Source: an optimization exercise on an open RTL-to-GDS flow (aim: small area and few clock cycles). Production flows keep margins and buffers that such runs may drop.
RTL that was checked went through simulation tests only; none was proved equivalent to the original.
Function not checked in run 5: the RTL went through the layout flow alone.
Power and IR drop assume default switching activity.

$ cat flow/design.v
`default_nettype none
module mppt_telemetry_aggregator_top (
  input  wire        clk,
  input  wire        rst_n,
  input  wire        in_valid,
  output wire        in_ready,
  input  wire [1:0]  in_command,
  input  wire [10:0] in_frame_id,
  input  wire [1:0]  in_frame_status,
  input  wire [15:0] in_word_one,
  input  wire [15:0] in_word_two,
  input  wire [15:0] in_word_three,
  input  wire [15:0] in_word_four,
  output wire        out_valid,
  input  wire        out_ready,
  output wire [2:0]  out_kind,
  output wire [31:0] out_value_high,
  output wire [31:0] out_value_low,
  output wire        out_last,
  output wire [4:0]  out_status_one,
  output wire [4:0]  out_status_two,
  input  wire        cfg_valid,
  output wire        cfg_ready,
  input  wire [1:0]  cfg_index,
  input  wire [31:0] cfg_data
);
  localparam [31:0] IdentText = 32'h4143_7631;
  localparam [1:0] CMD_FRAME  = 2'd0;
  localparam [1:0] CMD_POLL   = 2'd1;
  localparam [1:0] CMD_REPORT = 2'd2;
  localparam [1:0] GRP_AVG   = 2'd0;
  localparam [1:0] GRP_TEMP  = 2'd1;
  localparam [1:0] GRP_PAIR  = 2'd2;
  localparam [1:0] GRP_IDENT = 2'd3;
  reg  [10:0] unit_one_id_r;
  reg  [10:0] unit_two_id_r;
  reg  [15:0] temp_limit_r;
  reg  [31:0] serial_no_r;
  assign cfg_ready = 1'b1;
  wire [31:0] cfg_z = cfg_data & {32{rst_n}};            
  wire [31:0] cfg_o = cfg_data | {32{~rst_n}};           
  wire        cfg_w = cfg_valid && rst_n;
  always @(posedge clk) begin
    if (!rst_n || (cfg_w && cfg_index == 2'd0)) unit_one_id_r <= cfg_z[10:0];
    if (!rst_n || (cfg_w && cfg_index == 2'd1)) unit_two_id_r <= {cfg_z[10:1], cfg_o[0]};
    if (!rst_n || (cfg_w && cfg_index == 2'd2))
      temp_limit_r <= {cfg_z[15:13], cfg_o[12:11], cfg_z[10], cfg_o[9:8], cfg_z[7],
                       cfg_o[6], cfg_z[5], cfg_o[4:3], cfg_z[2:0]};
    if (!rst_n || (cfg_w && cfg_index == 2'd3)) serial_no_r <= cfg_z;
  end
  reg  [15:0] avg_v0_r, avg_v1_r, avg_c0_r, avg_c1_r;
  reg  [15:0] bus0_r, bus1_r, temp0_r, temp1_r;
  reg         ot0_r, ot1_r;         
  reg         pd0_r, pd1_r;         
  reg         poll_sel_r;
  reg  [3:0]  phase_r;
  reg         s0_valid_r;           
  reg  [2:0]  s0_kind_r;
  reg  [3:0]  s0_st_r;              
  reg  [15:0] s0_hi_r;
  reg  [16:0] s0_lo_r;
  reg         s1_valid_r;           
  reg         s1_report_r;
  reg         s1_unit_r;            
  reg  [3:0]  s1_st_r;
  reg  [1:0]  grp_p1, grp_p2;       
  always @(*) begin
    case (phase_r)
      4'd0:             begin grp_p1 = GRP_IDENT; grp_p2 = GRP_PAIR;  end
      4'd1:             begin grp_p1 = GRP_AVG;   grp_p2 = GRP_IDENT; end
      4'd2, 4'd5, 4'd8: begin grp_p1 = GRP_TEMP;  grp_p2 = GRP_AVG;   end
      4'd3, 4'd6, 4'd9: begin grp_p1 = GRP_PAIR;  grp_p2 = GRP_TEMP;  end
      default:          begin grp_p1 = GRP_AVG;   grp_p2 = GRP_PAIR;  end
    endcase
  end
  wire [1:0]  s1_grp_r = grp_p1;
  wire [1:0]  s0_grp_r = (s1_valid_r && s1_report_r) ? grp_p2 : grp_p1;
  reg         s0_more;
  reg  [2:0]  s0_next_kind;
  always @(*) begin
    s0_more      = 1'b0;
    s0_next_kind = 3'd0;
    case (s0_kind_r)
      3'd1: begin
        s0_more = 1'b1;
        case (s0_grp_r)
          GRP_AVG:  s0_next_kind = 3'd2;
          GRP_TEMP: s0_next_kind = 3'd4;
          GRP_PAIR: s0_next_kind = 3'd6;
          default:  s0_next_kind = 3'd7;
        endcase
      end
      3'd2: begin s0_more = 1'b1; s0_next_kind = 3'd3; end
      3'd4: begin s0_more = 1'b1; s0_next_kind = 3'd5; end
      default: ;
    endcase
  end
  wire        take    = s0_valid_r && out_ready;
  wire        adv     = take && !s0_more;    
  wire        a_valid = adv ? s1_valid_r : s0_valid_r;
  wire        a_s1    = !adv && s1_valid_r;
  reg dep0, dep1;
  always @(*) begin
    dep0 = 1'b0;
    dep1 = 1'b0;
    if (adv) begin
      if (s1_valid_r && s1_report_r && s1_grp_r != GRP_IDENT) begin
        dep0 = 1'b1; dep1 = 1'b1;
      end
    end else if (take) begin
      if (s0_kind_r == 3'd1 && s0_grp_r == GRP_AVG) dep1 = 1'b1;
    end else if (s0_valid_r) begin
      if (s0_kind_r == 3'd1 && s0_grp_r != GRP_IDENT) begin
        dep0 = 1'b1; dep1 = 1'b1;
      end
      if (s0_kind_r == 3'd2) dep1 = 1'b1;
    end
    if (a_s1 && s1_report_r) begin
      dep0 = 1'b1; dep1 = 1'b1;
    end
  end
  wire is_frame  = (in_command == CMD_FRAME) && (in_frame_status == 2'd0);
  wire hit_one   = (in_frame_id == unit_one_id_r);
  wire hit_two   = (in_frame_id == unit_two_id_r);
  wire upd0      = is_frame && hit_one;
  wire upd1      = is_frame && !hit_one && hit_two;
  wire is_poll   = (in_command == CMD_POLL);
  wire is_report = (in_command == CMD_REPORT);
  wire gives     = is_poll || is_report;
  assign in_ready = !((upd0 && dep0) || (upd1 && dep1) || (gives && a_s1));
  wire acc     = rst_n && in_valid && in_ready;
  wire acc_f0  = acc && upd0;
  wire acc_f1  = acc && upd1;
  wire acc_msg = acc && gives;
  wire [15:0] sm_v_avg = hit_one ? avg_v0_r : avg_v1_r;
  wire [15:0] sm_c_avg = hit_one ? avg_c0_r : avg_c1_r;
  wire [19:0] sm_v_t   = {sm_v_avg, 4'b0000} - {4'b0000, sm_v_avg} + {4'b0000, in_word_one};
  wire [19:0] sm_c_t   = {sm_c_avg, 4'b0000} - {4'b0000, sm_c_avg} + {4'b0000, in_word_two};
  wire        over     = (in_word_four > temp_limit_r);
  wire        poll_u   = poll_sel_r;
  wire [3:0]  msg_st   = {ot1_r, pd1_r | (is_poll & poll_u), ot0_r, pd0_r | (is_poll & ~poll_u)};
  wire        en0     = !rst_n || acc_f0;
  wire        en1     = !rst_n || acc_f1;
  wire [15:0] u_avg_v = sm_v_t[19:4] & {16{rst_n}};
  wire [15:0] u_avg_c = sm_c_t[19:4] & {16{rst_n}};
  wire [15:0] u_bus   = in_word_three & {16{rst_n}};
  wire [15:0] u_temp  = in_word_four & {16{rst_n}};
  always @(posedge clk) begin
    if (en0) begin
      avg_v0_r <= u_avg_v; avg_c0_r <= u_avg_c; bus0_r <= u_bus; temp0_r <= u_temp;
    end
    if (en1) begin
      avg_v1_r <= u_avg_v; avg_c1_r <= u_avg_c; bus1_r <= u_bus; temp1_r <= u_temp;
    end
  end
  always @(posedge clk) begin
    if (!rst_n) begin
      ot0_r <= 1'b0; ot1_r <= 1'b0; pd0_r <= 1'b0; pd1_r <= 1'b0;
      poll_sel_r <= 1'b0;
      phase_r    <= 4'd0;
    end else begin
      if (acc_f0) begin
        ot0_r <= ot0_r | over; pd0_r <= 1'b0;
      end
      if (acc_f1) begin
        ot1_r <= ot1_r | over; pd1_r <= 1'b0;
      end
      if (acc_msg && is_poll) begin
        poll_sel_r <= ~poll_sel_r;
        if (poll_u) pd1_r <= 1'b1;
        else        pd0_r <= 1'b1;
      end
      if (acc_msg && is_report) begin
        phase_r <= (phase_r == 4'd9) ? 4'd0 : phase_r + 4'd1;
      end
    end
  end
  wire        ld_new  = acc_msg && !a_valid;    
  wire        ld_s1   = adv && s1_valid_r;      
  wire        ld_next = take && s0_more;        
  reg  [2:0]  ld_kind;
  reg         ld_unit;
  always @(*) begin
    if (ld_next) begin
      ld_kind = s0_next_kind;
      ld_unit = 1'b0;
    end else if (ld_s1) begin
      ld_kind = s1_report_r ? 3'd1 : 3'd0;
      ld_unit = s1_unit_r;
    end else begin
      ld_kind = is_report ? 3'd1 : 3'd0;
      ld_unit = poll_u;
    end
  end
  wire [16:0] bus_sum  = {1'b0, bus0_r} + {1'b0, bus1_r};
  wire [15:0] temp_max = (temp1_r >= temp0_r) ? temp1_r : temp0_r;
  reg  [15:0] ld_hi;
  reg  [16:0] ld_lo;
  always @(*) begin
    ld_hi = 16'd0;
    ld_lo = 17'd0;
    case (ld_kind)
      3'd0: ld_lo = {6'd0, ld_unit ? unit_two_id_r : unit_one_id_r};
      3'd1: ld_lo = bus_sum;
      3'd2: begin ld_hi = avg_v0_r; ld_lo = {1'b0, avg_c0_r}; end
      3'd3: begin ld_hi = avg_v1_r; ld_lo = {1'b0, avg_c1_r}; end
      3'd4: ld_lo = {1'b0, temp_max};
      3'd6: begin ld_hi = temp0_r; ld_lo = {1'b0, temp1_r}; end
      default: ;
    endcase
  end
  always @(posedge clk) begin
    if (!rst_n) begin
      s0_valid_r <= 1'b0;
      s1_valid_r <= 1'b0;
    end else begin
      s0_valid_r <= a_valid || acc_msg;
      s1_valid_r <= a_s1 || (acc_msg && a_valid);
    end
  end
  always @(posedge clk) begin
    if (ld_new || ld_s1 || ld_next) begin
      s0_kind_r <= ld_kind;
      s0_hi_r   <= ld_hi;
      s0_lo_r   <= ld_lo;
    end
    if (ld_new) begin
      s0_st_r  <= msg_st;
    end else if (ld_s1) begin
      s0_st_r  <= s1_st_r;
    end
    if (acc_msg && a_valid) begin
      s1_report_r <= is_report;
      s1_unit_r   <= poll_u;
      s1_st_r     <= msg_st;
    end
  end
  wire ident = (s0_kind_r == 3'd5) || (s0_kind_r == 3'd7);
  assign out_valid      = s0_valid_r;
  assign out_kind       = s0_kind_r;
  assign out_value_high = ident ? IdentText : {16'd0, s0_hi_r};
  assign out_value_low  = ident ? serial_no_r : {15'd0, s0_lo_r};
  assign out_last       = !s0_more;
  assign out_status_one = {s0_st_r[1], 2'b00, s0_st_r[0], 1'b0};
  assign out_status_two = {s0_st_r[3], 2'b00, s0_st_r[2], 1'b0};
endmodule
`default_nettype wire
$ cat flow/config.mk
export PLATFORM = sky130hd
export DESIGN_NAME = mppt_telemetry_aggregator_top
export DESIGN_NICKNAME = mppt_telemetry_aggregator_top
export VERILOG_FILES = /design/flow/design.v
export SDC_FILE = /design/flow/constraint.sdc
export NUM_CORES = 4
export LEC_CHECK = 0
export CAP_MARGIN = 20
export CORE_MARGIN = 2
export CORE_UTILIZATION = 40
export SLEW_MARGIN = 20
$ cat flow/flow/run.sh
#!/bin/bash
set -euo pipefail
export BUFFER_PORTS_ARGS="-buffer_cell sky130_fd_sc_hd__buf_1"
bash standard.sh finish > standard_flow.log 2>&1
$ cat flow/constraint.sdc
create_clock -name core_clock -period 5.0 [get_ports {clk}]
set_input_delay 1.0000 -clock core_clock [delete_from_list [all_inputs] [get_ports {clk}]]
set_output_delay 1.0000 -clock core_clock [all_outputs]
set_load 0.01 [all_outputs]
$ cat flow/standard.sh
#!/bin/bash
# synth_recipe.tcl (not shown) runs the flow's synth.tcl, then flattens the netlist and writes it again
# the make line also repeats each setting of config.mk as NAME=value (left out here)
make -C /OpenROAD-flow-scripts/flow DESIGN_CONFIG=/design/flow/config.mk WORK_HOME=/design/flow/orfs CLKGATE_MAP_FILE= SYNTH_SCRIPT=/design/flow/synth_recipe.tcl "${@:-finish}"
==> flow_summary.ini, run 1 <==
[placed_design]
place_area_mm2 = 0.0166
hpwl_mm = 30.0
placer_congestion_estimate = 0.889
portBuffers = 180

[setup_path]
critical_path_buf_inv_count = 3
critical_path_cell_by_cell = buf_1 -> xor2_1 -> nor4_2 -> and3_2 -> buf_12 -> buf_4 -> mux2i_1 -> ha_1 -> xnor2_1 -> ha_1 -> or3_1 -> o21ai_0 -> a31oi_1 -> a211o_1 -> a311oi_2 -> xnor2_1 -> nor2_1
cp_endpoint_kind = register
crit_start = in_frame_id[3]
r2r_start = unit_one_id_r[6]
top_cell_family_by_delay_on_the_critical_path = simple AND/OR/NAND/NOR gates
startpoint_class_of_the_critical_path = input port
crit_arrival_ns = 4.81
library_cell_contributing_the_largest_single_delay_on_the_critical_path = sky130_fd_sc_hd__a211o_1
cp_class = in -> reg
cp_data_required_time_ns = 5.28
cp_slowest_stage_delay_ns = 0.39
critPathMaxFanout = 21

[synth]
postSynth.topFlopCell = sky130_fd_sc_hd__edfxtp_1
post_synthesis_sequential_area_ratio_pct = 50.4
share_of_async_settable_or_async_resettable_flops_after_synthesis_pct = 0
yosys_warnings = 1
synthesis.area_mm2 = 0.0151
postSynthAreaPerCell_um2 = 11.8
yosysUniqueCellTypes = 81
synth-seq-cells = 259
number_of_enable_type_register_cells_in_the_synthesized_netlist = 244
syn-instance-count = 1279

[timing]
highest_achievable_clock_rate_ghz = 0.220
rsz_0062_raised_after_global_routing = false
report.final.slew_viol_count = 0
max_slew.worst_pin.slew_ns = 0.963
hold_viol_final = 0
setup_viol_count_final = 0
slew-limit-headroom_pct = 35.6
clock-skew-final_ns = 0.0156
final_cycle_utilization_of_the_critical_path_pct = 90.7
period_needed_ns = 4.54

[outcome]
run_status = timing/DRC/antenna clean

[clock_network]
cts_setup_buffers = 0
cts.sink_count = 259
ctsRootBufferMaster = sky130_fd_sc_hd__clkbuf_16
worst_skew_pair.late_latency_ns = 0.55
post_cts_hold_buffer_count = 0
clock_path_buffers = 3
clock_pin_slew_reported_for_the_worst_setup_and_hold_paths_after_clock_tree_synthesis_ns = 0.06
cts-buffers-inserted = 30
htree_levels = 1
post_cts.resized_instances = 0
cts_tree = yes

[hold_path]
worst_hold_startpoint = pd0_r
hold_path_class = reg -> reg

[job]
max_cap_violations = 0

[drt]
routed_length_per_placed_instance_um = 19.5
vias = 10400
drtPass1Iterations = 5
final_antenna_net_count = 0
initialDrtViolationCount = 814
drcViolationCount = 0
route.final.wire_length_mm = 39.4
routed_via_count_divided_by_cell_count = 5.16

[floorplanning]
core_region_area_mm2 = 0.0375
die_w_um = 199
die_height_um = 199
pin_count = 199
initial_utilization_pct = 40.4
design.die.area_mm2 = 0.0394
num_rows = 71

[global_routing]
grt_max_degree = 52
grt_first_pass_wirelength_mm = 59.2
initial_antenna_violation_count = 0
number_of_global_route_vias_before_repair = 10400
combined_global_route_utilization_of_all_metal_layers_pct = 19.8
global_route.overflow_total = 0

[power]
ir_drop_v = 0.000469
total_leakage_power_uw = 0.00686
pwr_density_cell_mw_per_mm2 = 535

[finish]
flow.area_growth_from_synthesis_pct = 16.1
sequential_area_mm2 = 0.00763
layout.filler_cells = 3485
finish.instance_area_mm2 = 0.0176
post_route_cells_drive_above_1_share_pct = 9.78
num-nets-final = 1727
final_core_util_pct = 46.9
number_of_diodes = 0
area_of_combinational_cells_with_multiple_inputs_mm2 = 0.00697
-- path summary, 6_finish.rpt --
| check | to | slack, ns | cells past startpoint |
|---|---|---|---|
| setup reg to reg | avg_v0_r[15] | 0.55 | 16 |
| setup / recovery | avg_v0_r[15] | 0.46 | 17 |
| hold / removal | pd0_r | 0.47 | 2 |
| hold reg to reg | pd0_r | 0.47 | 2 |
-- Yosys cell counts (15+ instances only) --
library cell | instances | area [um2]
sky130_fd_sc_hd__a221o_1 | 17 | 170
sky130_fd_sc_hd__clkbuf_1 | 29 | 109
sky130_fd_sc_hd__mux2i_1 | 75 | 751
sky130_fd_sc_hd__nand2b_1 | 28 | 175
sky130_fd_sc_hd__ha_1 | 110 | 1380
sky130_fd_sc_hd__and3_1 | 22 | 138
sky130_fd_sc_hd__a21oi_1 | 32 | 160
sky130_fd_sc_hd__nor2_1 | 70 | 263
sky130_fd_sc_hd__inv_1 | 79 | 297
sky130_fd_sc_hd__and2_1 | 83 | 519
sky130_fd_sc_hd__o21ai_0 | 44 | 220
sky130_fd_sc_hd__mux2_2 | 24 | 270
sky130_fd_sc_hd__a21o_1 | 33 | 248
sky130_fd_sc_hd__xnor2_1 | 35 | 307
sky130_fd_sc_hd__nand2_1 | 65 | 244
sky130_fd_sc_hd__buf_4 | 24 | 180
sky130_fd_sc_hd__xor2_1 | 45 | 394
sky130_fd_sc_hd__dfxtp_1 | 15 | 300
sky130_fd_sc_hd__edfxtp_1 | 244 | 7330
-- sequential cells by signal (all words and copies together) (netlist names), 2 cells and up --
signal and cells:
unit_two_id_r 11, temp0_r 16, bus0_r 16, s1_st_r 4
bus1_r 16, avg_c1_r 16, avg_c0_r 16, temp1_r 16
avg_v1_r 16, s0_hi_r 16, grp_p1 2, avg_v0_r 16
s0_st_r 4, grp_p2 2, temp_limit_r 16, phase_r 4
s0_lo_r 17, s0_kind_r 3, serial_no_r 32, unit_one_id_r 11
-- placed cells by master (no fill, tap or decap), types with 11 or more instances in the layout --
master / n
sky130_fd_sc_hd__buf_4: 42
sky130_fd_sc_hd__conb_1: 18
sky130_fd_sc_hd__buf_1: 179
sky130_fd_sc_hd__nand2_1: 65
sky130_fd_sc_hd__a21oi_1: 32
sky130_fd_sc_hd__o21a_1: 13
sky130_fd_sc_hd__a221o_1: 17
sky130_fd_sc_hd__dfxtp_1: 15
sky130_fd_sc_hd__nor2_1: 70
sky130_fd_sc_hd__xor2_1: 45
sky130_fd_sc_hd__mux2_2: 24
sky130_fd_sc_hd__xnor2_1: 35
sky130_fd_sc_hd__inv_1: 79
sky130_fd_sc_hd__and2_1: 83
sky130_fd_sc_hd__and3_1: 21
sky130_fd_sc_hd__o21ai_0: 40
sky130_fd_sc_hd__nor3_1: 13
sky130_fd_sc_hd__edfxtp_1: 244
sky130_fd_sc_hd__o21bai_1: 13
sky130_fd_sc_hd__ha_1: 109
sky130_fd_sc_hd__nand2b_1: 28
sky130_fd_sc_hd__a21o_1: 33
sky130_fd_sc_hd__o221ai_1: 11
sky130_fd_sc_hd__clkbuf_16: 31
sky130_fd_sc_hd__mux2i_1: 75
-- final cells by class --
cell class / count / area share, %
clock buffers: 43 / 4.78
clock inverters: 12 / 0.356
inverters: 80 / 1.71
multi-input cells: 890 / 39.6
flip-flops and latches: 259 / 43.4
well taps: 511 / 3.64
repair buffers: 229 / 6.50
-- where the power goes --
| part | total [uW] | switching (uW) | internal [uW] |
|---|---|---|---|
| Sequential | 3240 | 196 | 3040 |
| Clock | 2020 | 854 | 1160 |
| Combinational | 4160 | 2290 | 1870 |
-- cells by family (layout without fill, tap and decap cells) --
group	after synthesis	in the layout	synth area share, %
AO/OA/AOI/OAI	225	225	10.6
XOR/XNOR	81	81	4.74
adder cells (fa/ha/maj)	119	119	10.3
buffers and inverters	146	364	4.34
flip-flops	259	259	50.4
multiplexers	103	103	7.14
other	2	18	0.0496
AND/OR/NAND/NOR	344	344	12.5
-- metrics by stage --
step	TNS, ns	power [uW]	setup WS [ns]	hold WS (ns)	std cells
4_1_cts	0	9460	0.474	0.469	2023
3_5_place_dp	-0.588	7420	-0.0924	0.454	1968
3_3_place_gp	-0.0995	7310	-0.0376	0.455	1968
5_1_grt	0	10100	0.241	0.478	2024
6_report	0	9410	0.464	0.472	2024
2_1_floorplan	-121.93	6230	-0.939	0.430	1295
-- metal layers --
metal | track usage [%] | wire (um) | vias up
met5 | 0 | 0 | -
met3 | 2.53 | 1980 | 58
li1 | - | - | 5060
met4 | 5.36 | 1050 | 0
met1 | 26.5 | 17600 | 5014
met2 | 34.0 | 18700 | 313
-- worst register-to-register path, cell delays in order (launching register included) --
cell	delay, ns
sky130_fd_sc_hd__edfxtp_1	0.43
sky130_fd_sc_hd__xor2_1	0.19
sky130_fd_sc_hd__nor4_2	0.35
sky130_fd_sc_hd__and3_2	0.26
sky130_fd_sc_hd__buf_12	0.20
sky130_fd_sc_hd__buf_4	0.27
sky130_fd_sc_hd__mux2i_1	0.28
sky130_fd_sc_hd__ha_1	0.30
sky130_fd_sc_hd__xnor2_1	0.14
sky130_fd_sc_hd__ha_1	0.33
sky130_fd_sc_hd__or3_1	0.35
sky130_fd_sc_hd__o21ai_0	0.09
sky130_fd_sc_hd__a31oi_1	0.10
sky130_fd_sc_hd__a211o_1	0.39
sky130_fd_sc_hd__a311oi_2	0.29
sky130_fd_sc_hd__xnor2_1	0.14
sky130_fd_sc_hd__nor2_1	0.07
Testbench counts, summed over its fixed seeds: cycles 17,161.
==> run 2: changes to the inputs <==
--- a/flow/config.mk
+++ b/flow/config.mk
@@ -8,4 +8,6 @@
 export CAP_MARGIN = 20
 export CORE_MARGIN = 2
 export CORE_UTILIZATION = 40
+export CTS_CLUSTER_DIAMETER = 100
+export CTS_CLUSTER_SIZE = 24
 export SLEW_MARGIN = 20
==> flow_summary.ini, run 2 <==
[synth]
post_synthesis_sequential_area_ratio_pct = 50.4
synth_top_cells_by_area = sky130_fd_sc_hd__edfxtp_1 48%, sky130_fd_sc_hd__ha_1 9.1%, sky130_fd_sc_hd__mux2i_1 5.0%
synthDominantCellAreaShare_pct = 48.4
yosysUniqueCellTypes = 81
synth-seq-cells = 259
library_cell_occupying_the_most_area_in_the_post_synthesis_netlist = sky130_fd_sc_hd__edfxtp_1
synthesis.area_mm2 = 0.0151
yosys-top-cells-count = 244 x sky130_fd_sc_hd__edfxtp_1, 110 x sky130_fd_sc_hd__ha_1, 83 x sky130_fd_sc_hd__and2_1
share_of_async_settable_or_async_resettable_flops_after_synthesis_pct = 0
postSynthAreaPerCell_um2 = 11.8
number_of_enable_type_register_cells_in_the_synthesized_netlist = 244
syn-instance-count = 1279
synthMostInstantiatedCell = sky130_fd_sc_hd__edfxtp_1
yosys_warnings = 1
postSynth.topFlopCell = sky130_fd_sc_hd__edfxtp_1

[hold_path]
timing.hold.worst_path_depth = 2
hold_path_class = reg -> reg

[timing]
clock-skew-final_ns = 0.0249
period_needed_ns = 4.59
final.hold.worst_slack_ns = 0.475
rsz_0062_raised_after_global_routing = false
slew-limit-headroom_pct = 34.9
final_cycle_utilization_of_the_critical_path_pct = 91.7
max_slew.worst_pin.slew_ns = 0.974
setup_viol_count_final = 0
hold_viol_final = 0
report.final.slew_viol_count = 0
finalWorstSetupSlack_ns = 0.413
highest_achievable_clock_rate_ghz = 0.218

[drt]
drcViolationCount = 0
initialDrtViolationCount = 779
drtPass1Iterations = 5
vias = 10300
routed_length_per_placed_instance_um = 19.5
final_antenna_net_count = 0
routed_via_count_divided_by_cell_count = 5.18
route.final.wire_length_mm = 39.0

[clock_network]
cts-buffers-inserted = 15
cts.sink_count = 259
htree_levels = 1
ctsRootBufferMaster = sky130_fd_sc_hd__clkbuf_16
clock_path_buffers = 3
cts_setup_buffers = 0
clock_pin_slew_reported_for_the_worst_setup_and_hold_paths_after_clock_tree_synthesis_ns = 0.09
post_cts.resized_instances = 0
post_cts_hold_buffer_count = 0
cts_tree = yes
worst_skew_pair.late_latency_ns = 0.50

[finish]
final_core_util_pct = 45.7
sequential_area_mm2 = 0.00763
largest_register = serial_no_r
post_route_cells_drive_above_1_share_pct = 8.49
mostFrequentLayoutCell = sky130_fd_sc_hd__edfxtp_1
largest_reg_flops = 32
largest_registers = serial_no_r x32, s0_lo_r x17
final_cells = 1995
flow.area_growth_from_synthesis_pct = 13.1
area_of_combinational_cells_with_multiple_inputs_mm2 = 0.00697
most_used_cells_in_the_layout_excluding_fill_and_tap_cells = 244 x sky130_fd_sc_hd__edfxtp_1, 179 x sky130_fd_sc_hd__buf_1, 109 x sky130_fd_sc_hd__ha_1
layout.filler_cells = 3524
num-nets-final = 1712
finish.instance_area_mm2 = 0.0171
number_of_diodes = 0

[setup_path]
cp_class = in -> reg
crit_arrival_ns = 4.81
startpoint_class_of_the_critical_path = input port
cp_slowest_stage_delay_ns = 0.39
critPathMaxFanout = 21
r2r.worst_path.cells = 16
critical_path_cell_by_cell = buf_1 -> xor2_1 -> nor4_2 -> and3_2 -> buf_12 -> buf_4 -> mux2i_1 -> ha_1 -> xnor2_1 -> ha_1 -> or3_1 -> o21ai_0 -> a31oi_1 -> a211o_1 -> a311oi_2 -> xnor2_1 -> nor2_1
cp_data_required_time_ns = 5.22
worst_reg_to_reg_setup_slack_ns = 0.53
cp_endpoint_kind = register
library_cell_contributing_the_largest_single_delay_on_the_critical_path = sky130_fd_sc_hd__a211o_1

[floorplanning]
die_height_um = 199
core_region_area_mm2 = 0.0375
design.die.area_mm2 = 0.0394
initial_utilization_pct = 40.4
die_w_um = 199
num_rows = 71
pin_count = 199

[power]
pwr_density_cell_mw_per_mm2 = 508
portion_of_total_power_attributed_to_sequential_cells_pct = 37.2
comb_power_share_pct = 47.9
power.share.clock_pct = 15.0
total_leakage_power_uw = 0.00663
power_switching_share_pct = 36.9
internal-power_uw = 5490
p_sw_uw = 3210
ir_drop_v = 0.000471

[global_routing]
number_of_global_route_vias_before_repair = 10200
grt_first_pass_wirelength_mm = 58.6
combined_global_route_utilization_of_all_metal_layers_pct = 19.6
initial_antenna_violation_count = 0
global_route.overflow_total = 0
grt_max_degree = 52

[placed_design]
portBuffers = 180
numPlacedInstances = 1968
placer_congestion_estimate = 0.889
hpwl_mm = 30.0
placement_setup_slack_ns = -0.0924
place_area_mm2 = 0.0166

[job]
max_cap_violations = 0

[outcome]
run_status = timing/DRC/antenna clean
[run 2: cell counts after synthesis]
Identical to the previous run, type by type.
[run 2: power by group through the flow]
stage / Sequential [uW] / Clock, uW / Combinational (uW)
after floorplan: 3220 / 0 / 3010
after global placement: 3270 / 0 / 4050
after detailed placement: 3280 / 0 / 4140
after CTS: 3230 / 1350 / 4170
after global routing: 3270 / 1410 / 4670
final: 3230 / 1300 / 4160
[run 2: layout make-up]
| class | instances | area share (%) |
|---|---|---|
| well taps | 511 | 3.73 |
| inverters | 80 | 1.75 |
| clock buffers | 23 | 2.37 |
| flip-flops and latches | 259 | 44.5 |
| clock inverters | 3 | 0.241 |
| multi-input cells | 890 | 40.7 |
| repair buffers | 229 | 6.67 |
[run 2: cells by family (layout without fill, tap and decap cells)]
kind of cell / after synthesis / after routing / synth area share [%]
muxes: 103 / 103 / 7.14
DFF: 259 / 259 / 50.4
and+or+nand+nor: 344 / 344 / 12.5
xor gates and xnor gates: 81 / 81 / 4.74
adders and majority gates: 119 / 119 / 10.3
buffers and inverters: 146 / 335 / 4.34
AOI/OAI and AO/OA: 225 / 225 / 10.6
other: 2 / 18 / 0.0496
[run 2: metrics by stage]
step                      power [uW]  setup TNS [ns]
after floorplan                 6230         -121.93
after global placement          7310         -0.0995
after detailed placement        7420          -0.588
after CTS                       8750               0
after global routing            9350               0
final                           8690               0
[run 2: critical path: cells and delay by family]
family,cells,cell delay (ns)
muxes,1,0.28
and+or+nand+nor,4,1.03
adders and majority gates,2,0.63
AOI/OAI and AO/OA,4,0.87
xor gates and xnor gates,3,0.43
buffers and inverters,3,0.53
[run 2: layer usage]
layer | vias up | track usage, % | share of wire (%)
met5 | - | 0 | 0
met4 | 0 | 5.31 | 2.7
met3 | 46 | 2.14 | 3.9
met2 | 245 | 33.9 | 48
met1 | 5014 | 26.2 | 45
li1 | 5022 | - | -
[run 2: path summary, 6_finish.rpt]
| check | startpoint | endpoint |
|---|---|---|
| max reg2reg | unit_one_id_r[6] | avg_v0_r[15] |
| max | in_frame_id[6] | avg_v0_r[15] |
| min reg2reg | pd0_r | pd0_r |
| min | pd0_r | pd0_r |
==> run 3: changes to the inputs <==
--- a/flow/config.mk
+++ b/flow/config.mk
@@ -7,7 +7,7 @@
 export LEC_CHECK = 0
 export CAP_MARGIN = 20
 export CORE_MARGIN = 2
-export CORE_UTILIZATION = 40
+export CORE_UTILIZATION = 60
 export CTS_CLUSTER_DIAMETER = 100
 export CTS_CLUSTER_SIZE = 24
 export SLEW_MARGIN = 20
==> flow_summary.ini, run 3 <==
[clock_network]
cts-buffers-inserted = 14
cts_tree = yes
ctsRootBufferMaster = sky130_fd_sc_hd__clkbuf_16
post_cts.resized_instances = 0
worst_skew_pair.late_latency_ns = 0.50
cts.sink_count = 259
clock_path_buffers = 3
cts_setup_buffers = 0
htree_levels = 1
clock_pin_slew_reported_for_the_worst_setup_and_hold_paths_after_clock_tree_synthesis_ns = 0.10
post_cts_hold_buffer_count = 0

[floorplanning]
die_w_um = 163
core_region_area_mm2 = 0.0250
num_rows = 58
die_height_um = 163
initial_utilization_pct = 60.6
design.die.area_mm2 = 0.0265
pin_count = 199

[synth]
number_of_enable_type_register_cells_in_the_synthesized_netlist = 244
library_cell_occupying_the_most_area_in_the_post_synthesis_netlist = sky130_fd_sc_hd__edfxtp_1
synthesis.area_mm2 = 0.0151
synth_top_cells_by_area = sky130_fd_sc_hd__edfxtp_1 48%, sky130_fd_sc_hd__ha_1 9.1%, sky130_fd_sc_hd__mux2i_1 5.0%
yosysUniqueCellTypes = 81
synthMostInstantiatedCell = sky130_fd_sc_hd__edfxtp_1
post_synthesis_sequential_area_ratio_pct = 50.4
postSynthAreaPerCell_um2 = 11.8
share_of_async_settable_or_async_resettable_flops_after_synthesis_pct = 0
yosys_warnings = 1
syn-instance-count = 1279
synthDominantCellAreaShare_pct = 48.4
postSynth.topFlopCell = sky130_fd_sc_hd__edfxtp_1
synth-seq-cells = 259
yosys-top-cells-count = 244 x sky130_fd_sc_hd__edfxtp_1, 110 x sky130_fd_sc_hd__ha_1, 83 x sky130_fd_sc_hd__and2_1

[setup_path]
r2r.worst_path.cells = 16
worst_reg_to_reg_setup_slack_ns = 0.61
cp_data_required_time_ns = 5.23
critPathMaxFanout = 24
cp_class = in -> reg
library_cell_contributing_the_largest_single_delay_on_the_critical_path = sky130_fd_sc_hd__a211o_1
startpoint_class_of_the_critical_path = input port
crit_arrival_ns = 4.78
critical_path_cell_by_cell = buf_1 -> xor2_1 -> nor4_2 -> and3_2 -> buf_12 -> buf_4 -> mux2i_1 -> ha_1 -> xnor2_1 -> ha_1 -> a21o_1 -> a21oi_1 -> nor2b_1 -> a211o_1 -> a41oi_1 -> xor2_1 -> nor2_1
r2r_start = unit_one_id_r[1]
cp_slowest_stage_delay_ns = 0.37
rr_endpoint = avg_v1_r[13]
cp_endpoint_kind = register

[drt]
drtPass1Iterations = 5
vias = 10500
final_antenna_net_count = 0
routed_via_count_divided_by_cell_count = 5.81
routed_length_per_placed_instance_um = 20.7
route.final.wire_length_mm = 37.6
drcViolationCount = 0
initialDrtViolationCount = 951

[placed_design]
place_area_mm2 = 0.0165
portBuffers = 180
numPlacedInstances = 1796
placer_congestion_estimate = 0.906
hpwl_mm = 28.5

[finish]
largest_register = serial_no_r
finish.instance_area_mm2 = 0.0169
most_used_cells_in_the_layout_excluding_fill_and_tap_cells = 244 x sky130_fd_sc_hd__edfxtp_1, 179 x sky130_fd_sc_hd__buf_1, 109 x sky130_fd_sc_hd__ha_1
largest_registers = serial_no_r x32, s0_lo_r x17
num-nets-final = 1719
area_of_combinational_cells_with_multiple_inputs_mm2 = 0.00697
final_core_util_pct = 67.6
final_cells = 1815
mostFrequentLayoutCell = sky130_fd_sc_hd__edfxtp_1
sequential_area_mm2 = 0.00763
layout.filler_cells = 1978
post_route_cells_drive_above_1_share_pct = 8.89
largest_reg_flops = 32
flow.area_growth_from_synthesis_pct = 11.4
number_of_diodes = 0

[power]
total_leakage_power_uw = 0.00664
internal-power_uw = 5530
power_switching_share_pct = 36.6
pwr_density_cell_mw_per_mm2 = 517
portion_of_total_power_attributed_to_sequential_cells_pct = 37.2
p_sw_uw = 3200
ir_drop_v = 0.000577
power.share.clock_pct = 13.9
comb_power_share_pct = 48.9

[timing]
slew-limit-headroom_pct = 30.5
period_needed_ns = 4.55
clock-skew-final_ns = 0.0182
final_cycle_utilization_of_the_critical_path_pct = 91.0
rsz_0062_raised_after_global_routing = false
setup_viol_count_final = 0
final_sum_of_negative_setup_slack_ns = 0
hold_viol_final = 0
max_slew.worst_pin.slew_ns = 1.04
highest_achievable_clock_rate_ghz = 0.220
report.final.slew_viol_count = 0

[global_routing]
grt_first_pass_wirelength_mm = 57.2
combined_global_route_utilization_of_all_metal_layers_pct = 28.4
grt_max_degree = 86
initial_antenna_violation_count = 0
global_route.overflow_total = 0
number_of_global_route_vias_before_repair = 10600

[hold_path]
hold_path_class = reg -> reg
timing.hold.worst_path_depth = 0
worst_hold_startpoint = ot1_r
worst_case_hold_path_end_point = s1_st_r[3]

[job]
max_cap_violations = 0

[outcome]
run_status = timing/DRC/antenna clean
==> run 3: cell counts after synthesis <==
No cell type changed its count.
==> run 3: metal layers <==
metal	up-vias	track usage (%)	part of all wire [%]
met5	-	0	0
met4	0	10.9	4.1
met3	71	4.07	5.9
met2	342	47.7	48
met1	5094	37.5	42
li1	5036	-	-
==> run 3: final cells by class <==
type | instances | share of cell area (%)
well taps | 330 | 2.45
clock inverters | 1 | 0.0371
multi-input cells | 890 | 41.3
clock buffers | 18 | 2.29
flip-flops and latches | 259 | 45.2
repair buffers | 237 | 6.92
inverters | 80 | 1.78
==> run 3: power groups by stage <==
stage	Clock (uW)	Combinational [uW]	Sequential, uW
3_3_place_gp	0	4140	3290
6_report	1220	4270	3240
3_5_place_dp	0	4230	3300
4_1_cts	1250	4260	3250
5_1_grt	1300	4800	3290
2_1_floorplan	0	3010	3220
==> run 3: kinds of logic after synthesis <==
group | Yosys count | synth area share (%)
AND/OR/NAND/NOR | 344 | 12.5
AO/OA/AOI/OAI | 225 | 10.6
adder cells (fa/ha/maj) | 119 | 10.3
flip-flops | 259 | 50.4
XOR/XNOR | 81 | 4.74
other | 2 | 0.0496
multiplexers | 103 | 7.14
buffers and inverters | 146 | 4.34
==> run 3: metrics by stage <==
step | hold slack (ns) | total power [uW] | worst slack (ns)
floorplan | 0.430 | 6230 | -0.939
global placement | 0.460 | 7430 | 0.0755
detailed placement | 0.471 | 7530 | -0.0175
CTS | 0.489 | 8750 | 0.503
global route | 0.513 | 9380 | 0.127
finish | 0.485 | 8730 | 0.451
==> run 3: worst max-delay path by stage <==
stage	startpoint	endpoint	slack, ns	cells past startpoint
floorplan	in_frame_id[0]	avg_c1_r[0]	-0.94	9
global placement	in_frame_id[0]	avg_v0_r[15]	0.08	18
detailed placement	in_frame_id[1]	avg_v1_r[13]	-0.02	17
CTS	in_frame_id[1]	avg_v1_r[13]	0.50	17
global route	in_frame_id[1]	avg_c0_r[15]	0.13	21
finish	in_frame_id[1]	avg_v1_r[13]	0.45	17
==> run 3: worst max-delay path, delay by kind of cell <==
family	cells	cell delay, ns
XOR/XNOR	3	0.47
AO/OA/AOI/OAI	4	1.03
multiplexers	1	0.34
AND/OR/NAND/NOR	4	0.74
buffers and inverters	3	0.53
adder cells (fa/ha/maj)	2	0.63
==> run 4: changes to the inputs <==
--- a/flow/config.mk
+++ b/flow/config.mk
@@ -8,6 +8,6 @@
 export CAP_MARGIN = 20
 export CORE_MARGIN = 2
 export CORE_UTILIZATION = 60
-export CTS_CLUSTER_DIAMETER = 100
-export CTS_CLUSTER_SIZE = 24
+export CTS_CLUSTER_DIAMETER = 80
+export CTS_CLUSTER_SIZE = 30
 export SLEW_MARGIN = 20
==> flow_summary.ini, run 4 <==
[clock_network]
clock_pin_slew_reported_for_the_worst_setup_and_hold_paths_after_clock_tree_synthesis_ns = 0.10
post_cts.resized_instances = 0
cts_setup_buffers = 0
clock_path_buffers = 3
post_cts_hold_buffer_count = 0
worst_skew_pair.late_latency_ns = 0.50
cts_tree = yes
cts.sink_count = 259
ctsRootBufferMaster = sky130_fd_sc_hd__clkbuf_16
cts-buffers-inserted = 14
htree_levels = 1

[finish]
flow.area_growth_from_synthesis_pct = 12.0
most_used_cells_in_the_layout_excluding_fill_and_tap_cells = 244 x sky130_fd_sc_hd__edfxtp_1, 179 x sky130_fd_sc_hd__buf_1, 109 x sky130_fd_sc_hd__ha_1
largest_reg_flops = 32
layout.filler_cells = 1964
post_route_cells_drive_above_1_share_pct = 9.27
number_of_diodes = 0
largest_registers = serial_no_r x32, s0_lo_r x17
mostFrequentLayoutCell = sky130_fd_sc_hd__edfxtp_1
finish.instance_area_mm2 = 0.0170
num-nets-final = 1719
largest_register = serial_no_r

[drt]
route.met2.wl_mm = 18.1
routed_length_per_placed_instance_um = 20.6
final_antenna_net_count = 0
drcViolationCount = 0
dr_wl_met3_mm = 2.38
topRoutingLayerUsed = met4
routedLengthMet1_mm = 15.7
routed_via_count_divided_by_cell_count = 5.80
vias = 10500
drtPass1Iterations = 8
route.final.wire_length_mm = 37.6
initialDrtViolationCount = 1098

[power]
power.share.clock_pct = 15.3
power_switching_share_pct = 36.7
p_sw_uw = 3250
portion_of_total_power_attributed_to_sequential_cells_pct = 36.6
total_leakage_power_uw = 0.00667
internal-power_uw = 5610
pwr_density_cell_mw_per_mm2 = 523
comb_power_share_pct = 48.1
ir_drop_v = 0.000606

[synth]
syn-instance-count = 1279
synth_compound_gate_area_share_pct = 10.6
synthesis.area_mm2 = 0.0151
postSynthAreaPerCell_um2 = 11.8
share_of_async_settable_or_async_resettable_flops_after_synthesis_pct = 0
yosys-top-cells-count = 244 x sky130_fd_sc_hd__edfxtp_1, 110 x sky130_fd_sc_hd__ha_1, 83 x sky130_fd_sc_hd__and2_1
yosysUniqueCellTypes = 81
synthAdderAreaFrac_pct = 10.3
post_synthesis_sequential_area_ratio_pct = 50.4
largest_family_of_logic_cells_by_synthesized_area = simple AND/OR/NAND/NOR gates
yosys_warnings = 1
synth_top_cells_by_area = sky130_fd_sc_hd__edfxtp_1 48%, sky130_fd_sc_hd__ha_1 9.1%, sky130_fd_sc_hd__mux2i_1 5.0%
number_of_enable_type_register_cells_in_the_synthesized_netlist = 244
library_cell_occupying_the_most_area_in_the_post_synthesis_netlist = sky130_fd_sc_hd__edfxtp_1
muxShareOfSynthArea_pct = 7.14
postSynth.topFlopCell = sky130_fd_sc_hd__edfxtp_1
yosys.area_share.simple_pct = 12.5
synthDominantCellAreaShare_pct = 48.4
synthMostInstantiatedCell = sky130_fd_sc_hd__edfxtp_1
synth-seq-cells = 259
synth_xor_xnor_area_share_pct = 4.74

[floorplanning]
core_region_area_mm2 = 0.0250
design.die.area_mm2 = 0.0265
die_w_um = 163
num_rows = 58
initial_utilization_pct = 60.6
die_height_um = 163
pin_count = 199

[global_routing]
global_route.overflow_total = 0
initial_antenna_violation_count = 1
grt_first_pass_wirelength_mm = 57.4
grt_max_degree = 86
number_of_global_route_vias_before_repair = 10600
combined_global_route_utilization_of_all_metal_layers_pct = 28.5

[setup_path]
worst_reg_to_reg_setup_slack_ns = 0.58
critPathMaxFanout = 24
critical_path.endpoint = avg_v0_r[13]
r2r.worst_path.cells = 16
r2r_start = unit_one_id_r[1]
crit_arrival_ns = 4.80
critical_path_buf_inv_count = 3
crit_start = in_frame_id[1]
startpoint_class_of_the_critical_path = input port
library_cell_contributing_the_largest_single_delay_on_the_critical_path = sky130_fd_sc_hd__a211o_1
critical_path_cell_by_cell = buf_1 -> xor2_1 -> nor4_2 -> and3_2 -> buf_12 -> buf_4 -> mux2i_1 -> ha_1 -> xnor2_1 -> ha_1 -> a21o_1 -> a21oi_1 -> nor2b_1 -> a211o_1 -> a41oi_1 -> xor2_1 -> nor2_1
top_cell_family_by_delay_on_the_critical_path = compound AO/OA/AOI/OAI gates
cp_class = in -> reg
cp_slowest_stage_delay_ns = 0.37
cp_endpoint_kind = register
rr_endpoint = avg_v0_r[13]
path_depth = 17
cp_data_required_time_ns = 5.23

[placed_design]
placer_congestion_estimate = 0.906
place_area_mm2 = 0.0165
hpwl_mm = 28.5
portBuffers = 180

[timing]
final_cycle_utilization_of_the_critical_path_pct = 91.3
slew-limit-headroom_pct = 29.7
clock-skew-final_ns = 0.0194
setup_viol_count_final = 0
period_needed_ns = 4.56
hold_viol_final = 0
max_slew.worst_pin.slew_ns = 1.05
highest_achievable_clock_rate_ghz = 0.219
final_sum_of_negative_setup_slack_ns = 0
rsz_0062_raised_after_global_routing = false
final.hold.worst_slack_ns = 0.488
report.final.slew_viol_count = 0

[outcome]
run_status = timing/DRC/antenna clean

[job]
max_cap_violations = 0

[hold_path]
timing.hold.worst_path_depth = 2
hold_path_class = reg -> reg
run 4: cell counts after synthesis:
No cell type changed its count.
run 4: per-layer routing:
layer	vias up	track usage [%]
met5	-	0
li1	5042	-
met1	5091	37.8
met4	0	9.94
met2	340	48.1
met3	69	4.07
run 4: metrics by stage:
step           setup slack (ns)  util, %  cells  power, uW
2_1_floorplan            -0.939        -   1295       6230
3_3_place_gp             0.0755     66.0   1796       7430
3_5_place_dp            -0.0175     66.0   1796       7530
4_1_cts                   0.500     67.9   1819       8890
5_1_grt                   0.141     67.9   1819       9530
6_report                  0.435     67.9   1819       8860
run 4: cell type report:
class	instances	area, um2	area share (%)
sequential	259	7630	45.0
clock buffer	16	379	2.24
inverter	80	300	1.77
timing repair buffer	237	1170	6.89
clock inverter	7	98.8	0.583
tap	330	413	2.44
multi-input combinational	890	6970	41.1
run 4: worst min path at each step:
stage	startpoint	to
6_report	pd0_r	pd0_r
3_3_place_gp	ot1_r	s1_st_r[3]
4_1_cts	ot1_r	s1_st_r[3]
5_1_grt	pd0_r	pd0_r
3_5_place_dp	ot1_r	s1_st_r[3]
2_1_floorplan	ot0_r	s1_st_r[1]
run 4: cell families (layout without fill, tap and decap cells):
family	after synthesis	after routing
AND/OR/NAND/NOR	344	344
XOR/XNOR	81	81
flip-flops	259	259
AO/OA/AOI/OAI	225	225
buffers and inverters	146	340
multiplexers	103	103
adder cells (fa/ha/maj)	119	119
other	2	18
run 4: power groups by stage:
stage	clock network [uW]	registers, uW	logic (uW)
after detailed placement	0	3300	4230
after global placement	0	3290	4140
after CTS	1370	3250	4270
after floorplan	0	3220	3010
final	1350	3240	4260
after global routing	1440	3290	4800
run 4: worst min-delay path: stages, from the launching register on:
cell and delay [ns]:
sky130_fd_sc_hd__dfxtp_1 0.32, sky130_fd_sc_hd__inv_1 0.05, sky130_fd_sc_hd__o22ai_1 0.07
==> run 5: changes to the inputs <==
--- a/flow/design.v
+++ b/flow/design.v
@@ -134,8 +134,8 @@
   wire acc_msg = acc && gives;
   wire [15:0] sm_v_avg = hit_one ? avg_v0_r : avg_v1_r;
   wire [15:0] sm_c_avg = hit_one ? avg_c0_r : avg_c1_r;
-  wire [19:0] sm_v_t   = {sm_v_avg, 4'b0000} - {4'b0000, sm_v_avg} + {4'b0000, in_word_one};
-  wire [19:0] sm_c_t   = {sm_c_avg, 4'b0000} - {4'b0000, sm_c_avg} + {4'b0000, in_word_two};
+  wire [19:0] sm_v_t   = {sm_v_avg, 4'b0000} + {4'b0000, in_word_one} + {4'b1111, ~sm_v_avg} + 20'd1;
+  wire [19:0] sm_c_t   = {sm_c_avg, 4'b0000} + {4'b0000, in_word_two} + {4'b1111, ~sm_c_avg} + 20'd1;
   wire        over     = (in_word_four > temp_limit_r);
   wire        poll_u   = poll_sel_r;
   wire [3:0]  msg_st   = {ot1_r, pd1_r | (is_poll & poll_u), ot0_r, pd0_r | (is_poll & ~poll_u)};
--- a/flow/config.mk
+++ b/flow/config.mk
@@ -7,7 +7,5 @@
 export LEC_CHECK = 0
 export CAP_MARGIN = 20
 export CORE_MARGIN = 2
-export CORE_UTILIZATION = 60
-export CTS_CLUSTER_DIAMETER = 80
-export CTS_CLUSTER_SIZE = 30
+export CORE_UTILIZATION = 40
 export SLEW_MARGIN = 20
==> flow_summary.ini, run 5 <==
[global_routing]
grt_first_pass_wirelength_mm = 60.9
grt_max_degree = 48
number_of_global_route_vias_before_repair = 10800
combined_global_route_utilization_of_all_metal_layers_pct = 20.4
global_route.overflow_total = 0
initial_antenna_violation_count = 1

[synth]
synth-seq-cells = 259
synthesis.area_mm2 = 0.0152
share_of_async_settable_or_async_resettable_flops_after_synthesis_pct = 0
synthDominantCellAreaShare_pct = 48.3
postSynthAreaPerCell_um2 = 11.4
yosys-top-cells-count = 244 x sky130_fd_sc_hd__edfxtp_1, 127 x sky130_fd_sc_hd__inv_1, 98 x sky130_fd_sc_hd__ha_1
post_synthesis_sequential_area_ratio_pct = 50.3
library_cell_occupying_the_most_area_in_the_post_synthesis_netlist = sky130_fd_sc_hd__edfxtp_1
synth_xor_xnor_area_share_pct = 4.15
yosys_warnings = 1
synth_compound_gate_area_share_pct = 10.2
syn-instance-count = 1328
muxShareOfSynthArea_pct = 7.02
synthMostInstantiatedCell = sky130_fd_sc_hd__edfxtp_1
yosysUniqueCellTypes = 78
synth_top_cells_by_area = sky130_fd_sc_hd__edfxtp_1 48%, sky130_fd_sc_hd__ha_1 8.1%, sky130_fd_sc_hd__mux2i_1 4.5%
synthAdderAreaFrac_pct = 10.3
number_of_enable_type_register_cells_in_the_synthesized_netlist = 244
postSynth.topFlopCell = sky130_fd_sc_hd__edfxtp_1
yosys.area_share.simple_pct = 12.6
largest_family_of_logic_cells_by_synthesized_area = simple AND/OR/NAND/NOR gates

[finish]
mostFrequentLayoutCell = sky130_fd_sc_hd__edfxtp_1
num-nets-final = 1775
layout.filler_cells = 3591
post_route_cells_drive_above_1_share_pct = 8.96
finish.instance_area_mm2 = 0.0176
largest_registers = serial_no_r x32, s0_lo_r x17
flow.area_growth_from_synthesis_pct = 16.1
most_used_cells_in_the_layout_excluding_fill_and_tap_cells = 244 x sky130_fd_sc_hd__edfxtp_1, 179 x sky130_fd_sc_hd__buf_1, 127 x sky130_fd_sc_hd__inv_1
largest_reg_flops = 32
largest_register = serial_no_r
number_of_diodes = 0
final_cells = 2074

[hold_path]
hold_path_class = reg -> reg
worst_case_hold_path_end_point = pd1_r
worst_hold_startpoint = pd1_r
timing.hold.worst_path_depth = 2

[timing]
period_needed_ns = 4.54
setup_viol_count_final = 0
clock-skew-final_ns = 0.0182
finalWorstSetupSlack_ns = 0.463
final_cycle_utilization_of_the_critical_path_pct = 90.7
rsz_0062_raised_after_global_routing = false
highest_achievable_clock_rate_ghz = 0.220
hold_viol_final = 0
slew-limit-headroom_pct = 42.2
final_sum_of_negative_setup_slack_ns = 0
max_slew.worst_pin.slew_ns = 0.867
report.final.slew_viol_count = 0

[power]
design_power_total_uw = 9320
power.share.clock_pct = 21.8
internal-power_uw = 6010
pwr_density_cell_mw_per_mm2 = 530
power_switching_share_pct = 35.5
ir_drop_v = 0.000321
total_leakage_power_uw = 0.00686
portion_of_total_power_attributed_to_sequential_cells_pct = 34.7
comb_power_share_pct = 43.6
p_sw_uw = 3310

[clock_network]
post_cts.resized_instances = 0
cts-buffers-inserted = 29
clock_path_buffers = 3
htree_levels = 1
ctsRootBufferMaster = sky130_fd_sc_hd__clkbuf_16
post_cts_hold_buffer_count = 0
cts.sink_count = 259
cts_setup_buffers = 0
clock_pin_slew_reported_for_the_worst_setup_and_hold_paths_after_clock_tree_synthesis_ns = 0.06
cts_tree = yes
worst_skew_pair.late_latency_ns = 0.55

[drt]
initialDrtViolationCount = 613
routed_via_count_divided_by_cell_count = 5.20
route.final.wire_length_mm = 40.3
final_antenna_net_count = 0
vias = 10800
routed_length_per_placed_instance_um = 19.4
drtPass1Iterations = 5
drcViolationCount = 0

[placed_design]
hpwl_mm = 31.0
placement_setup_slack_ns = -0.0849
place_area_mm2 = 0.0167
placer_congestion_estimate = 0.891
portBuffers = 180
numPlacedInstances = 2022

[setup_path]
critPathMaxFanout = 15
cp_endpoint_kind = register
worst_reg_to_reg_setup_slack_ns = 0.56
rr_endpoint = avg_c0_r[15]
cp_data_required_time_ns = 5.28
crit_arrival_ns = 4.82
cp_class = in -> reg
startpoint_class_of_the_critical_path = input port
r2r_start = unit_one_id_r[4]
r2r.worst_path.cells = 18

[floorplanning]
die_w_um = 199
core_region_area_mm2 = 0.0375
num_rows = 71
design.die.area_mm2 = 0.0395
initial_utilization_pct = 40.4
pin_count = 199
die_height_um = 199

[outcome]
run_status = timing/DRC/antenna clean

[job]
max_cap_violations = 0
## run 5: worst max path at each step
stage                         to  cells past startpoint  slack (ns)      startpoint
finish              avg_c0_r[15]                     19        0.46  in_frame_id[9]
global route        avg_v1_r[14]                     20        0.05  in_frame_id[4]
CTS                 avg_v1_r[14]                     20        0.48  in_frame_id[9]
detailed placement  avg_v1_r[14]                     20       -0.08  in_frame_id[4]
global placement    avg_v0_r[14]                     20        0.03  in_frame_id[4]
floorplan           avg_v0_r[14]                     16        0.02  in_frame_id[7]
## run 5: final cells by class
type	count	area, um2	area share [%]
timing repair buffer	230	1100	6.27
multi-input combinational	894	6840	38.9
inverter	128	480	2.73
clock buffer	42	826	4.69
tap	511	639	3.63
clock inverter	10	75.1	0.427
sequential	259	7630	43.4
## run 5: logic make-up after synthesis
group           count (synthesis)
buf+inv                       191
mux                           101
fa+ha+maj                     115
simple gates                  357
other cells                     2
xor+xnor                       71
compound gates                232
flops                         259
## run 5: power by group through the flow
stage                     sequential [uW]  clock, uW  combinational (uW)
final                                3230       2030                4060
after global routing                 3270       2160                4590
after CTS                            3230       2070                4090
after detailed placement             3270          0                4060
after global placement               3260          0                3980
after floorplan                      3200          0                2940
## run 5: stage by stage
| stage | hold WS [ns] | util [%] |
|---|---|---|
| global route | 0.509 | 46.9 |
| global placement | 0.464 | 44.5 |
| CTS | 0.478 | 46.9 |
| floorplan | 0.423 | - |
| finish | 0.487 | 46.9 |
| detailed placement | 0.469 | 44.5 |
## run 5: per-layer routing
layer / wire length [um] / part of all wire, % / global-route usage, % / vias to the layer above
met2: 19000 / 47 / 34.2 / 341
met1: 17600 / 44 / 27.4 / 5222
met4: 1200 / 3.0 / 6.33 / 0
li1: - / - / - / 5164
met5: 0 / 0 / 0 / -
met3: 2480 / 6.1 / 2.88 / 62
## run 5: critical path, cell delays in order
cell,delay [ns]
sky130_fd_sc_hd__buf_1,0.11
sky130_fd_sc_hd__xnor2_1,0.24
sky130_fd_sc_hd__nand3_1,0.19
sky130_fd_sc_hd__nor3_4,0.25
sky130_fd_sc_hd__buf_12,0.19
sky130_fd_sc_hd__buf_4,0.16
sky130_fd_sc_hd__mux2i_1,0.32
sky130_fd_sc_hd__inv_1,0.12
sky130_fd_sc_hd__fa_1,0.50
sky130_fd_sc_hd__inv_1,0.05
sky130_fd_sc_hd__ha_1,0.28
sky130_fd_sc_hd__nand3_1,0.09
sky130_fd_sc_hd__nor4b_1,0.32
sky130_fd_sc_hd__nor2_1,0.09
sky130_fd_sc_hd__o31ai_1,0.11
sky130_fd_sc_hd__o221ai_1,0.27
sky130_fd_sc_hd__o21ai_0,0.30
sky130_fd_sc_hd__xnor2_1,0.15
sky130_fd_sc_hd__nor2_1,0.07
==> run 6: changes to the inputs <==
--- a/flow/design.v
+++ b/flow/design.v
@@ -57,7 +57,6 @@
   reg         s0_valid_r;           
   reg  [2:0]  s0_kind_r;
   reg  [3:0]  s0_st_r;              
-  reg  [15:0] s0_hi_r;
   reg  [16:0] s0_lo_r;
   reg         s1_valid_r;           
   reg         s1_report_r;
@@ -108,12 +107,15 @@
         dep0 = 1'b1; dep1 = 1'b1;
       end
     end else if (take) begin
+      if (s0_kind_r == 3'd1 && s0_grp_r != GRP_IDENT) dep0 = 1'b1;
       if (s0_kind_r == 3'd1 && s0_grp_r == GRP_AVG) dep1 = 1'b1;
+      if (s0_kind_r == 3'd2) dep1 = 1'b1;
     end else if (s0_valid_r) begin
       if (s0_kind_r == 3'd1 && s0_grp_r != GRP_IDENT) begin
         dep0 = 1'b1; dep1 = 1'b1;
       end
-      if (s0_kind_r == 3'd2) dep1 = 1'b1;
+      if (s0_kind_r == 3'd2 || s0_kind_r == 3'd6) dep0 = 1'b1;
+      if (s0_kind_r == 3'd2 || s0_kind_r == 3'd3) dep1 = 1'b1;
     end
     if (a_s1 && s1_report_r) begin
       dep0 = 1'b1; dep1 = 1'b1;
@@ -134,8 +136,8 @@
   wire acc_msg = acc && gives;
   wire [15:0] sm_v_avg = hit_one ? avg_v0_r : avg_v1_r;
   wire [15:0] sm_c_avg = hit_one ? avg_c0_r : avg_c1_r;
-  wire [19:0] sm_v_t   = {sm_v_avg, 4'b0000} + {4'b0000, in_word_one} + {4'b1111, ~sm_v_avg} + 20'd1;
-  wire [19:0] sm_c_t   = {sm_c_avg, 4'b0000} + {4'b0000, in_word_two} + {4'b1111, ~sm_c_avg} + 20'd1;
+  wire [19:0] sm_v_t   = {sm_v_avg, 4'b0000} - {4'b0000, sm_v_avg} + {4'b0000, in_word_one};
+  wire [19:0] sm_c_t   = {sm_c_avg, 4'b0000} - {4'b0000, sm_c_avg} + {4'b0000, in_word_two};
   wire        over     = (in_word_four > temp_limit_r);
   wire        poll_u   = poll_sel_r;
   wire [3:0]  msg_st   = {ot1_r, pd1_r | (is_poll & poll_u), ot0_r, pd0_r | (is_poll & ~poll_u)};
@@ -194,18 +196,16 @@
   end
   wire [16:0] bus_sum  = {1'b0, bus0_r} + {1'b0, bus1_r};
   wire [15:0] temp_max = (temp1_r >= temp0_r) ? temp1_r : temp0_r;
-  reg  [15:0] ld_hi;
   reg  [16:0] ld_lo;
   always @(*) begin
-    ld_hi = 16'd0;
     ld_lo = 17'd0;
     case (ld_kind)
       3'd0: ld_lo = {6'd0, ld_unit ? unit_two_id_r : unit_one_id_r};
       3'd1: ld_lo = bus_sum;
-      3'd2: begin ld_hi = avg_v0_r; ld_lo = {1'b0, avg_c0_r}; end
-      3'd3: begin ld_hi = avg_v1_r; ld_lo = {1'b0, avg_c1_r}; end
+      3'd2: ld_lo = {1'b0, avg_c0_r};
+      3'd3: ld_lo = {1'b0, avg_c1_r};
       3'd4: ld_lo = {1'b0, temp_max};
-      3'd6: begin ld_hi = temp0_r; ld_lo = {1'b0, temp1_r}; end
+      3'd6: ld_lo = {1'b0, temp1_r};
       default: ;
     endcase
   end
@@ -221,7 +221,6 @@
   always @(posedge clk) begin
     if (ld_new || ld_s1 || ld_next) begin
       s0_kind_r <= ld_kind;
-      s0_hi_r   <= ld_hi;
       s0_lo_r   <= ld_lo;
     end
     if (ld_new) begin
@@ -238,7 +237,16 @@
   wire ident = (s0_kind_r == 3'd5) || (s0_kind_r == 3'd7);
   assign out_valid      = s0_valid_r;
   assign out_kind       = s0_kind_r;
-  assign out_value_high = ident ? IdentText : {16'd0, s0_hi_r};
+  reg  [15:0] hi_live;
+  always @(*) begin
+    case (s0_kind_r)
+      3'd2:    hi_live = avg_v0_r;
+      3'd3:    hi_live = avg_v1_r;
+      3'd6:    hi_live = temp0_r;
+      default: hi_live = 16'd0;
+    endcase
+  end
+  assign out_value_high = ident ? IdentText : {16'd0, hi_live};
   assign out_value_low  = ident ? serial_no_r : {15'd0, s0_lo_r};
   assign out_last       = !s0_more;
   assign out_status_one = {s0_st_r[1], 2'b00, s0_st_r[0], 1'b0};
--- a/flow/config.mk
+++ b/flow/config.mk
@@ -8,4 +8,6 @@
 export CAP_MARGIN = 20
 export CORE_MARGIN = 2
 export CORE_UTILIZATION = 40
+export CTS_CLUSTER_DIAMETER = 100
+export CTS_CLUSTER_SIZE = 24
 export SLEW_MARGIN = 20
==> flow_summary.ini, run 6 <==
[outcome]
run_status = timing/DRC/antenna clean

[global_routing]
grt_first_pass_wirelength_mm = 57.9
initial_antenna_violation_count = 0
number_of_global_route_vias_before_repair = 10200
combined_global_route_utilization_of_all_metal_layers_pct = 19.7
global_route.overflow_total = 0
grt_max_degree = 69

[setup_path]
critPathMaxFanout = 16
critical_path.endpoint = avg_c0_r[13]
crit_start = in_frame_id[10]
cp_class = in -> reg
r2r.worst_path.cells = 19
cp_slowest_stage_delay_ns = 0.32
rr_endpoint = avg_c0_r[13]
worst_reg_to_reg_setup_slack_ns = 0.51
critical_path_cell_by_cell = buf_1 -> xnor2_1 -> nand4_1 -> nor3_4 -> buf_12 -> buf_4 -> mux2i_1 -> buf_4 -> xor2_1 -> ha_1 -> ha_1 -> o21ai_0 -> o21bai_1 -> a21oi_1 -> o21a_1 -> o21ai_1 -> a31o_2 -> a21o_1 -> a211o_1 -> and3_1
cp_endpoint_kind = register
r2r_start = unit_one_id_r[10]
startpoint_class_of_the_critical_path = input port
crit_arrival_ns = 4.92
library_cell_contributing_the_largest_single_delay_on_the_critical_path = sky130_fd_sc_hd__ha_1
cp_data_required_time_ns = 5.25

[power]
pwr_density_cell_mw_per_mm2 = 529
portion_of_total_power_attributed_to_sequential_cells_pct = 34.7
p_sw_uw = 3240
comb_power_share_pct = 51.0
ir_drop_v = 0.000485
internal-power_uw = 5570
power.share.clock_pct = 14.3
total_leakage_power_uw = 0.00664
power_switching_share_pct = 36.8

[synth]
postSynthAreaPerCell_um2 = 11.6
syn-instance-count = 1253
number_of_enable_type_register_cells_in_the_synthesized_netlist = 228
postSynth.topFlopCell = sky130_fd_sc_hd__edfxtp_1
yosysUniqueCellTypes = 81
synthDominantCellAreaShare_pct = 46.9
yosys_warnings = 1
synth-seq-cells = 243
synthesis.area_mm2 = 0.0146
yosys-top-cells-count = 228 x sky130_fd_sc_hd__edfxtp_1, 110 x sky130_fd_sc_hd__ha_1, 86 x sky130_fd_sc_hd__inv_1
library_cell_occupying_the_most_area_in_the_post_synthesis_netlist = sky130_fd_sc_hd__edfxtp_1
synthMostInstantiatedCell = sky130_fd_sc_hd__edfxtp_1
post_synthesis_sequential_area_ratio_pct = 49.0
share_of_async_settable_or_async_resettable_flops_after_synthesis_pct = 0
synth_top_cells_by_area = sky130_fd_sc_hd__edfxtp_1 47%, sky130_fd_sc_hd__ha_1 9.4%, sky130_fd_sc_hd__mux2i_1 5.5%

[timing]
highest_achievable_clock_rate_ghz = 0.214
report.final.slew_viol_count = 0
slew-limit-headroom_pct = 29.1
final_cycle_utilization_of_the_critical_path_pct = 93.3
period_needed_ns = 4.67
setup_viol_count_final = 0
max_slew.worst_pin.slew_ns = 1.06
clock-skew-final_ns = 0.0217
hold_viol_final = 0
rsz_0062_raised_after_global_routing = false
final_sum_of_negative_setup_slack_ns = 0

[drt]
routed_via_count_divided_by_cell_count = 5.26
drcViolationCount = 0
dr_wl_met3_mm = 1.43
topRoutingLayerUsed = met4
route.final.wire_length_mm = 37.9
routedLengthMet1_mm = 17.3
vias = 10200
routed_length_per_placed_instance_um = 19.5
drtPass1Iterations = 5
final_antenna_net_count = 0
initialDrtViolationCount = 595
route.met2.wl_mm = 18.2

[finish]
flow.area_growth_from_synthesis_pct = 14.2
largest_register = serial_no_r
mostFrequentLayoutCell = sky130_fd_sc_hd__edfxtp_1
layout.filler_cells = 3344
largest_registers = serial_no_r x32, s0_lo_r x17
final_cells = 1946
most_used_cells_in_the_layout_excluding_fill_and_tap_cells = 228 x sky130_fd_sc_hd__edfxtp_1, 179 x sky130_fd_sc_hd__buf_1, 110 x sky130_fd_sc_hd__ha_1
post_route_cells_drive_above_1_share_pct = 10.2
area_of_combinational_cells_with_multiple_inputs_mm2 = 0.00684
largest_reg_flops = 32
sequential_area_mm2 = 0.00715
num-nets-final = 1717
number_of_diodes = 0

[clock_network]
worst_skew_pair.late_latency_ns = 0.50
cts-buffers-inserted = 14
cts_tree = yes
post_cts_hold_buffer_count = 0
clock_path_buffers = 3
cts.sink_count = 243
clock_pin_slew_reported_for_the_worst_setup_and_hold_paths_after_clock_tree_synthesis_ns = 0.09
ctsRootBufferMaster = sky130_fd_sc_hd__clkbuf_16
htree_levels = 1

[floorplanning]
die_w_um = 195
initial_utilization_pct = 40.8
core_region_area_mm2 = 0.0357
num_rows = 69
design.die.area_mm2 = 0.0380
pin_count = 199
die_height_um = 195

[job]
max_cap_violations = 0

[placed_design]
placer_congestion_estimate = 0.841
numPlacedInstances = 1925
hpwl_mm = 29.3
portBuffers = 180

[hold_path]
hold_path_class = reg -> reg
[run 6: final cells by class]
| class | count | area share [%] |
|---|---|---|
| Clock buffer | 18 | 2.45 |
| Clock inverter | 3 | 0.135 |
| Inverter | 87 | 1.96 |
| Multi-Input combinational cell | 875 | 41.1 |
| Sequential cell | 243 | 42.9 |
| Tap cell | 461 | 3.46 |
| Timing Repair Buffer | 259 | 8.04 |
[run 6: metrics by stage]
step	power, uW	setup slack (ns)	instance area (um2)	utilization, %	hold slack, ns
final	8810	0.333	16700	46.6	0.476
after global routing	9490	0.0483	16700	46.6	0.507
after CTS	8850	0.249	16700	46.6	0.478
after detailed placement	7570	-0.255	16200	45.4	0.456
after global placement	7470	-0.151	16200	45.3	0.451
after floorplan	6110	0.0174	14700	-	0.427
[run 6: worst min path at each step]
stage / startpoint / to / slack (ns) / depth (start not counted)
after global routing: ot1_r / s1_st_r[3] / 0.51 / 0
after global placement: ot0_r / s1_st_r[1] / 0.45 / 0
after floorplan: ot0_r / s1_st_r[1] / 0.43 / 0
after CTS: ot1_r / s1_st_r[3] / 0.48 / 0
after detailed placement: ot1_r / s1_st_r[3] / 0.46 / 0
final: ot1_r / s1_st_r[3] / 0.48 / 0
[run 6: what timing repair did]
action / in CTS / in global routing
resized for setup: 0 / 2
hold endpoints to repair: 0 / 0
endpoints found under the setup margin: 0 / 4
buffers inserted: 0 / 0
[run 6: layer usage]
layer	up-vias	GRT usage [%]
met4	0	4.89
li1	4985	-
met3	43	2.11
met2	214	33.4
met5	-	0
met1	5002	27.1
[run 6: worst max-delay path: cells and delay by family]
kind | cells | cell delay, ns
compound gates | 8 | 1.37
buf+inv | 4 | 0.68
simple gates | 3 | 0.65
fa+ha+maj | 2 | 0.58
xor+xnor | 2 | 0.42
mux | 1 | 0.20
[run 6: power by group through the flow]
stage / logic [uW] / clock network, uW / registers [uW]
final: 4490 / 1260 / 3060
after global placement: 4380 / 0 / 3090
after global routing: 5040 / 1340 / 3100
after detailed placement: 4470 / 0 / 3100
after floorplan: 3060 / 0 / 3040
after CTS: 4500 / 1290 / 3060
[run 6: logic make-up after synthesis]
kind of cell	after synthesis	synth area share, %
AND/OR/NAND/NOR	305	11.4
AO/OA/AOI/OAI	247	11.9
flip-flops	243	49.0
buffers and inverters	151	4.70
adder cells (fa/ha/maj)	119	10.7
multiplexers	106	7.50
XOR/XNOR	80	4.80
other	2	0.0515
Testbench counts of run 6, summed over its fixed seeds: cycles 17,641.

==> what the ideal ports hide <==
Ports are ideal in the flow. The routed layouts listed here were re-timed in OpenROAD.
Step 1 sets driving cells, clkbuf_16 on the clock port and buf_2 on the other inputs (assumed; they add their load-dependent delay and slew).
Step 2 times the ports against the registers' clock, not the clock port: input delays grow and output delays shrink by t, the midpoint of the rising clock arrivals with the driver on.
Three values: no drivers, after step 1, after step 2; two values: the first two.
run	shift t [ns]	slack for setup (ns)	latest minus earliest clock arrival (ns)	worst slew at a driven data input, ns
run 1	0.595	0.464 / 0.497 / -0.098	0.017 / 0.016	0.04
run 2	0.537	0.413 / 0.440 / -0.097	0.027 / 0.028	0.05
run 3	0.537	0.451 / 0.479 / -0.058	0.018 / 0.018	0.05
run 4	0.542	0.435 / 0.463 / -0.078	0.020 / 0.019	0.05
run 5	0.594	0.463 / 0.495 / -0.099	0.018 / 0.018	0.06
run 6	0.538	0.333 / 0.361 / -0.177	0.024 / 0.023	0.06
With both steps, setup timing fails in every run listed, where it was met with ideal ports.
